Background: an optimization exercise with open tools, aiming at small area, a short achievable clock period and few clock cycles per item. Do not read the settings as production practice. At most, simulation tests tie the RTL to the original design; equivalence was not proved.

== garnet ==
## hbridge_current_integral_loop_core
module hbridge_current_integral_loop_core
#(
  parameter int SAMPLE_BITS   = 12,
  parameter int FRACTION_BITS = 8,
  localparam int IN_W = ((4 * SAMPLE_BITS + 2 + 7) / 8) * 8
) (
  input  logic                 clk,
  input  logic                 rst,
  input  logic                 s_axis_tvalid,
  output logic                 s_axis_tready,
  input  logic [IN_W-1:0]      s_axis_tdata,
  output logic                 m_axis_tvalid,
  input  logic                 m_axis_tready,
  output logic [OUT_W-1:0]     m_axis_tdata,
  input  logic                 cfg_wr_en,
  input  logic [CFG_ADR_W-1:0] cfg_addr,
  input  logic [CFG_W-1:0]     cfg_wdata
);
Size in the first run: roughly 4700 cells after synthesis, ~360 flip-flops, ~0.038 mm^2 of cells after synthesis.
==> module hcil_datapath, before the edit <==
module hcil_datapath
#(
  parameter int SAMPLE_BITS = 12
) (
  input  logic                   clk,
  input  logic                   rst,
  input  logic                   run,
  input  hcil_pkg::cfg_t         cfg,
  input  logic                   in_valid,
  input  logic [SAMPLE_BITS-1:0] current_sample_a,
  input  logic [SAMPLE_BITS-1:0] reference_sample_a,
  input  logic [SAMPLE_BITS-1:0] current_sample_b,
  input  logic [SAMPLE_BITS-1:0] reference_sample_b,
  input  logic                   drive_enable,
  input  logic                   direction_forward,
  output logic                   out_valid,
  output logic [REG_W-1:0]       duty,
  output logic                   fwd,
  output logic                   rev,
  output logic                   in_band
);
  localparam int S     = SAMPLE_BITS;
  localparam int FC_W  = 20;    
  localparam int FR_W  = 21;    
  localparam int ERR_W = 22;
  localparam int RN_W  = 23;    
  localparam int INC_W = 31;    
  localparam int ACC_W = REG_W + INT_FRAC;
  logic             v1;
  logic [S:0]       sc1;
  logic [S:0]       sr1;
  logic             en1, fw1;
  always_ff @(posedge clk) begin
    if (rst) begin
      v1 <= 1'b0;
    end else if (run) begin
      v1 <= in_valid;
    end
  end
  always_ff @(posedge clk) begin
    if (run) begin
      sc1 <= {1'b0, current_sample_a} + {1'b0, current_sample_b};
      sr1 <= {1'b0, reference_sample_a} + {1'b0, reference_sample_b};
      en1 <= drive_enable;
      fw1 <= direction_forward;
    end
  end
  logic                    v2;
  logic [FC_W-1:0]         fc;
  logic signed [FC_W+1:0]  fc_sum;
  logic [RN_W-1:0]         rs, rc, rs2, rc2;
  logic                    rcy, rcy2;
  logic                    en2, fw2;
  assign fc_sum = $signed({2'b00, fc})
                + $signed({2'b00, cfg.center, 8'd0})
                - $signed({2'b00, sc1, 7'd0});
  hcil_mul_ref u_mul_ref (
    .a  ({1'b0, sr1}),
    .b  (cfg.scale),
    .o  (cfg.offset),
    .s  (rs),
    .c  (rc),
    .cy (rcy)
  );
  always_ff @(posedge clk) begin
    if (rst) begin
      v2 <= 1'b0;
      fc <= '0;
    end else if (run) begin
      v2 <= v1;
      if (v1) begin
        fc <= fc_sum[FC_W+1] ? '0 : fc_sum[FC_W:1];
      end
    end
  end
  always_ff @(posedge clk) begin
    if (run) begin
      rs2  <= rs;
      rc2  <= rc;
      rcy2 <= rcy;
      en2  <= en1;
      fw2  <= fw1;
    end
  end
  logic                    v3;
  logic signed [FR_W-1:0]  fr;
  logic [FR_W:0]           fr_sum;
  logic [ERR_W:0]          err_x;
  logic signed [ERR_W-1:0] err3;
  logic                    en3, fw3;
  assign fr_sum = {fr[FR_W-1], fr} + rs2[FR_W:0] + rc2[FR_W:0] + {{FR_W{1'b0}}, rcy2};
  assign err_x  = {{2{fr[FR_W-1]}}, fr} + rs2 + rc2 + {{ERR_W{1'b0}}, rcy2}
                - {2'b00, fc, 1'b0};
  always_ff @(posedge clk) begin
    if (rst) begin
      v3 <= 1'b0;
      fr <= '0;
    end else if (run) begin
      v3 <= v2;
      if (v2) begin
        fr <= fr_sum[FR_W:1];
      end
    end
  end
  always_ff @(posedge clk) begin
    if (run) begin
      err3 <= err_x[ERR_W:1];
      en3  <= en2;
      fw3  <= fw2;
    end
  end
  logic                    v4;
  logic [INC_W-1:0]        es, ec, es4, ec4;
  logic                    ecy, ecy4;
  logic signed [ERR_W-1:0] band_p;
  logic                    inb4;
  logic                    en4, fw4;
  hcil_mul_err u_mul_err (
    .a  (err3),
    .b  (cfg.gain),
    .s  (es),
    .c  (ec),
    .cy (ecy)
  );
  assign band_p = $signed({2'b00, cfg.band, 8'd0});
  always_ff @(posedge clk) begin
    if (rst) begin
      v4 <= 1'b0;
    end else if (run) begin
      v4 <= v3;
    end
  end
  always_ff @(posedge clk) begin
    if (run) begin
      es4  <= es;
      ec4  <= ec;
      ecy4 <= ecy;
      inb4 <= (err3 < band_p) && (-err3 < band_p);
      en4  <= en3;
      fw4  <= fw3;
    end
  end
  logic [ACC_W-1:0]        acc;
  logic [INC_W-1:0]        acc_sum;
  logic [INC_W-1:0]        acc_over;
  logic [ACC_W-1:0]        acc_lim;
  logic [ACC_W-1:0]        acc_new;
  assign acc_lim  = {cfg.limit, 16'd0};
  assign acc_sum  = {3'b000, acc} + es4 + ec4 + {{(INC_W-1){1'b0}}, ecy4};
  assign acc_over = {3'b000, acc} + es4 + ec4 + {{(INC_W-1){1'b0}}, ecy4}
                  + ~{3'b000, acc_lim};
  always_comb begin
    if (acc_sum[INC_W-1]) begin
      acc_new = '0;
    end else if (!acc_over[INC_W-1]) begin
      acc_new = acc_lim;
    end else begin
      acc_new = acc_sum[ACC_W-1:0];
    end
  end
  always_ff @(posedge clk) begin
    if (rst) begin
      acc <= '0;
    end else if (run && v4) begin
      acc <= acc_new;
    end
  end
  assign out_valid = v4 && run;
  assign duty      = acc_new[ACC_W-1 -: REG_W];
  assign fwd       = en4 && fw4;
  assign rev       = en4 && !fw4;
  assign in_band   = inb4;
endmodule
Settings: LEC_CHECK=0, CAP_MARGIN=20, CORE_MARGIN=2, CORE_UTILIZATION=40, SETUP_SLACK_MARGIN=5, SLEW_MARGIN=20; clock period 10.0 ns.
run.sh (not shown) runs the stock make flow with config.mk's settings and CLKGATE_MAP_FILE= SYNTH_SCRIPT=/design/flow/synth_recipe.tcl, a recipe that flattens the netlist after the stock synthesis.
diff inputs: garnet => ember
diff --git a/flow/design.v b/flow/design.v
--- a/flow/design.v
+++ b/flow/design.v
@@ -227,13 +227,21 @@
   logic signed [FR_W-1:0]  fr;
   logic [FR_W:0]           fr_sum;
   logic [ERR_W:0]          err_x;
   logic signed [ERR_W-1:0] err3;
   logic                    en3, fw3;
-  assign fr_sum = {fr[FR_W-1], fr} + rs2[FR_W:0] + rc2[FR_W:0] + {{FR_W{1'b0}}, rcy2};
-  assign err_x  = {{2{fr[FR_W-1]}}, fr} + rs2 + rc2 + {{ERR_W{1'b0}}, rcy2}
-                - {2'b00, fc, 1'b0};
+  logic [ERR_W:0]          fx, k1s, k1c, nfc, k2s, k2c;
+  assign fx     = {{2{fr[FR_W-1]}}, fr};
+  assign k1s    = fx ^ rs2 ^ rc2;
+  assign k1c    = {(fx[ERR_W-1:0] & rs2[ERR_W-1:0]) | (fx[ERR_W-1:0] & rc2[ERR_W-1:0])
+                   | (rs2[ERR_W-1:0] & rc2[ERR_W-1:0]), rcy2};
+  assign nfc    = ~{2'b00, fc, 1'b0};
+  assign k2s    = k1s ^ k1c ^ nfc;
+  assign k2c    = {(k1s[ERR_W-1:0] & k1c[ERR_W-1:0]) | (k1s[ERR_W-1:0] & nfc[ERR_W-1:0])
+                   | (k1c[ERR_W-1:0] & nfc[ERR_W-1:0]), 1'b1};
+  assign fr_sum = k1s[FR_W:0] + k1c[FR_W:0];
+  assign err_x  = k2s + k2c;
   always_ff @(posedge clk) begin
     if (rst) begin
       v3 <= 1'b0;
       fr <= '0;
     end else if (run) begin
@@ -279,19 +287,29 @@
       inb4 <= (err3 < band_p) && (-err3 < band_p);
       en4  <= en3;
       fw4  <= fw3;
     end
   end
+  logic                    v5;
   logic [ACC_W-1:0]        acc;
+  logic [INC_W-1:0]        ax, a1s, a1c, nlim, a2s, a2c;
   logic [INC_W-1:0]        acc_sum;
   logic [INC_W-1:0]        acc_over;
   logic [ACC_W-1:0]        acc_lim;
   logic [ACC_W-1:0]        acc_new;
+  logic                    inb5, en5, fw5;
   assign acc_lim  = {cfg.limit, 16'd0};
-  assign acc_sum  = {3'b000, acc} + es4 + ec4 + {{(INC_W-1){1'b0}}, ecy4};
-  assign acc_over = {3'b000, acc} + es4 + ec4 + {{(INC_W-1){1'b0}}, ecy4}
-                  + ~{3'b000, acc_lim};
+  assign ax       = {3'b000, acc};
+  assign a1s      = ax ^ es4 ^ ec4;
+  assign a1c      = {(ax[INC_W-2:0] & es4[INC_W-2:0]) | (ax[INC_W-2:0] & ec4[INC_W-2:0])
+                     | (es4[INC_W-2:0] & ec4[INC_W-2:0]), ecy4};
+  assign nlim     = ~{3'b000, acc_lim};
+  assign a2s      = a1s ^ a1c ^ nlim;
+  assign a2c      = {(a1s[INC_W-2:0] & a1c[INC_W-2:0]) | (a1s[INC_W-2:0] & nlim[INC_W-2:0])
+                     | (a1c[INC_W-2:0] & nlim[INC_W-2:0]), 1'b0};
+  assign acc_sum  = a1s + a1c;
+  assign acc_over = a2s + a2c;
   always_comb begin
     if (acc_sum[INC_W-1]) begin
       acc_new = '0;
     end else if (!acc_over[INC_W-1]) begin
       acc_new = acc_lim;
@@ -299,20 +317,31 @@
       acc_new = acc_sum[ACC_W-1:0];
     end
   end
   always_ff @(posedge clk) begin
     if (rst) begin
+      v5  <= 1'b0;
       acc <= '0;
-    end else if (run && v4) begin
-      acc <= acc_new;
+    end else if (run) begin
+      v5 <= v4;
+      if (v4) begin
+        acc <= acc_new;
+      end
+    end
+  end
+  always_ff @(posedge clk) begin
+    if (run) begin
+      inb5 <= inb4;
+      en5  <= en4;
+      fw5  <= fw4;
     end
   end
-  assign out_valid = v4 && run;
-  assign duty      = acc_new[ACC_W-1 -: REG_W];
-  assign fwd       = en4 && fw4;
-  assign rev       = en4 && !fw4;
-  assign in_band   = inb4;
+  assign out_valid = v5 && run;
+  assign duty      = acc[ACC_W-1 -: REG_W];
+  assign fwd       = en5 && fw5;
+  assign rev       = en5 && !fw5;
+  assign in_band   = inb5;
 endmodule
 module hcil_mul_err (
   input  logic [21:0] a,
   input  logic [15:0] b,
   output logic [38:8] s,
Number of fill cells: ember > garnet
Compare garnet and ember | via count lower: ember
Of garnet and ember, garnet shows the higher portion of the clock cycle consumed by the worst path in the final layout, with ember below it.
Fraction of area in non-clock buffers ended up 0.50 points lower on ember than on garnet.
Diff ember..garnet | die area | negligible
Per the comparison of ember with garnet, area occupied by registers now larger, cell area after synthesis was more or less identical.
Of the two values seen for end point of the critical path, u_datapath.es4[19] was produced by ember and u_seq.out_fwd[3] by garnet.
Function was not checked in any run of this note: the RTL went through the layout flow alone.

* * *

Another version of the RTL of hbridge_current_integral_loop_core (not shown whole).
For scale: ~3,600 cells after synthesis, about 34,000 sq um of cells after synthesis.
==> flow/design.v (excerpt) <==
module hbridge_current_integral_loop_core
#(
  parameter int SAMPLE_BITS   = 12,
  parameter int FRACTION_BITS = 8,
  localparam int IN_W = ((4 * SAMPLE_BITS + 2 + 7) / 8) * 8
) (
  input  logic                 clk,
  input  logic                 rst,
  input  logic                 s_axis_tvalid,
  output logic                 s_axis_tready,
  input  logic [IN_W-1:0]      s_axis_tdata,
  output logic                 m_axis_tvalid,
  input  logic                 m_axis_tready,
  output logic [OUT_W-1:0]     m_axis_tdata,
  input  logic                 cfg_wr_en,
  input  logic [CFG_ADR_W-1:0] cfg_addr,
  input  logic [CFG_W-1:0]     cfg_wdata
);
==> module hcil_seq, before the edit <==
module hcil_seq
(
  input  logic                     clk,
  input  logic                     rst,
  input  logic                     item_valid,
  input  logic [hcil_pkg::REG_W-1:0] item_duty,
  input  logic                     item_fwd,
  input  logic                     item_rev,
  input  logic                     item_inb,
  output logic                     run,
  output logic                     s_axis_tready,
  output logic                     m_axis_tvalid,
  input  logic                     m_axis_tready,
  output logic [hcil_pkg::OUT_W-1:0] m_axis_tdata
);
  localparam int W = hcil_pkg::REG_W;
  logic         sk_full;
  logic [W-1:0] sk_duty;
  logic         sk_fwd;
  logic         sk_rev;
  logic         sk_inb;
  logic [W-1:0] out_fwd;
  logic [W-1:0] out_rev;
  logic         out_inb;
  logic         out_free;
  logic         sk_next;
  assign run      = !sk_full;
  assign out_free = !m_axis_tvalid || m_axis_tready;
  always_comb begin
    if (sk_full) begin
      sk_next = !m_axis_tready;
    end else begin
      sk_next = !out_free && item_valid;
    end
  end
  always_ff @(posedge clk) begin
    if (rst) begin
      sk_full       <= 1'b0;
      s_axis_tready <= 1'b1;
    end else begin
      sk_full       <= sk_next;
      s_axis_tready <= !sk_next;
    end
  end
  always_ff @(posedge clk) begin
    if (rst) begin
      m_axis_tvalid <= 1'b0;
    end else if (!sk_full && out_free) begin
      m_axis_tvalid <= item_valid;
    end
  end
  always_ff @(posedge clk) begin
    if (!sk_full && !out_free) begin
      sk_duty <= item_duty;
      sk_fwd  <= item_fwd;
      sk_rev  <= item_rev;
      sk_inb  <= item_inb;
    end
  end
  always_ff @(posedge clk) begin
    if (sk_full) begin
      if (m_axis_tready) begin
        out_fwd <= sk_fwd ? sk_duty : '0;
        out_rev <= sk_rev ? sk_duty : '0;
        out_inb <= sk_inb;
      end
    end else if (out_free) begin
      out_fwd <= item_fwd ? item_duty : '0;
      out_rev <= item_rev ? item_duty : '0;
      out_inb <= item_inb;
    end
  end
  assign m_axis_tdata = {7'd0, out_inb, out_rev, out_rev, out_fwd, out_fwd};
endmodule
==> flow/config.mk <==
export PLATFORM = sky130hd
export DESIGN_NAME = hbridge_current_integral_loop_core
export DESIGN_NICKNAME = hbridge_current_integral_loop_core
export VERILOG_FILES = /design/flow/design.v
export SDC_FILE = /design/flow/constraint.sdc
export NUM_CORES = 4
export LEC_CHECK = 0
export CAP_MARGIN = 20
export CORE_MARGIN = 2
export CORE_UTILIZATION = 55
export SLEW_MARGIN = 20
==> flow/constraint.sdc <==
create_clock -name core_clock -period 10.0 [get_ports {clk}]
set_input_delay 2.0000 -clock core_clock [delete_from_list [all_inputs] [get_ports {clk}]]
set_output_delay 2.0000 -clock core_clock [all_outputs]
set_load 0.01 [all_outputs]
standard.sh (not shown) runs the stock make flow with config.mk's settings and CLKGATE_MAP_FILE= SYNTH_SCRIPT=/design/flow/synth_recipe.tcl, a recipe that flattens the netlist after the stock synthesis.
==> flow/flow/run.sh <==
#!/bin/bash
# The standard layout with extra ORFS make settings from flow/args.txt (one
# VAR=VALUE per line): timing repair aimed at a tighter period than the 10 ns
# clock (the clock and constraints are unchanged) and a smaller port buffer.
# Synthesis is the standard one, run on its own first.
set -euo pipefail
mapfile -t ARGS < <(grep -v '^#' flow/args.txt | grep .)
bash standard.sh synth > synth.log 2>&1
bash standard.sh "${ARGS[@]}" finish > layout.log 2>&1
==> flow/flow/args.txt <==
SETUP_SLACK_MARGIN=6.5
BUFFER_PORTS_ARGS=-buffer_cell sky130_fd_sc_hd__buf_1
Then changed:
--- a/flow/design.v
+++ b/flow/design.v
@@ -93,6 +93,7 @@
   logic         sk_rev;
   logic         sk_inb;
-  logic [W-1:0] out_fwd;
-  logic [W-1:0] out_rev;
+  logic [W-1:0] out_duty;
+  logic         out_fwd;
+  logic         out_rev;
   logic         out_inb;
   logic         out_free;
@@ -134,15 +135,21 @@
     if (sk_full) begin
       if (m_axis_tready) begin
-        out_fwd <= sk_fwd ? sk_duty : '0;
-        out_rev <= sk_rev ? sk_duty : '0;
-        out_inb <= sk_inb;
+        out_duty <= sk_duty;
+        out_fwd  <= sk_fwd;
+        out_rev  <= sk_rev;
+        out_inb  <= sk_inb;
       end
     end else if (out_free) begin
-      out_fwd <= item_fwd ? item_duty : '0;
-      out_rev <= item_rev ? item_duty : '0;
-      out_inb <= item_inb;
+      out_duty <= item_duty;
+      out_fwd  <= item_fwd;
+      out_rev  <= item_rev;
+      out_inb  <= item_inb;
     end
   end
-  assign m_axis_tdata = {7'd0, out_inb, out_rev, out_rev, out_fwd, out_fwd};
+  logic [W-1:0] duty_fwd;
+  logic [W-1:0] duty_rev;
+  assign duty_fwd     = out_fwd ? out_duty : '0;
+  assign duty_rev     = out_rev ? out_duty : '0;
+  assign m_axis_tdata = {7'd0, out_inb, duty_rev, duty_rev, duty_fwd, duty_fwd};
 endmodule
 import hcil_pkg::*;
Result: Final cell count decreases by 0.65%; clock-buffer cell count decreases by 7; worst setup slack gets better by 0.19 ns; clock skew barely changes; maximum frequency is higher by 5.0%; cell area went up by 0.60%; wire length is higher by 4.8%; critical path depth drops by 2; die area went down by 0.46%; utilization goes up by 0.63 points.
Testbench counts after the change, summed over its fixed seeds: cycles 1,968, items 1,920.
Function not checked in the first run of this note: the RTL went through the layout flow alone.

-- separate check: timing with driven ports --
The flow's constraints put no driver on any port. The routed layouts listed below were extracted and timed again, unchanged, in two steps.
Step 1: set_driving_cell puts a clkbuf_16 on clk and a buf_2 on each other input, an assumption about the parent block.
Step 2, shift: input delay + t, output delay - t, t = (earliest + latest rising clock arrival at the registers) / 2. This alone moves slack from input paths to output paths.
a / b / c = no drivers / after step 1 / after step 2; a / b = the first two.
run	t, ns	setup WS [ns]	hold WS [ns]
garnet	0.643	3.695 / 3.695 / 3.695	0.421 / 0.421 / 0.421
ember	0.639	5.195 / 5.195 / 5.042	0.418 / 0.418 / 0.418
the first run of note 2	0.652	5.905 / 5.905 / 5.498	0.418 / 0.418 / 0.418
the second run of note 2	0.651	6.100 / 6.100 / 5.925	0.419 / 0.419 / 0.419
After both steps setup and hold are still met in every run listed. The setup slack of the first run of note 2, which loses most, moves by 0.000 ns with the drivers and by -0.407 ns with both steps.
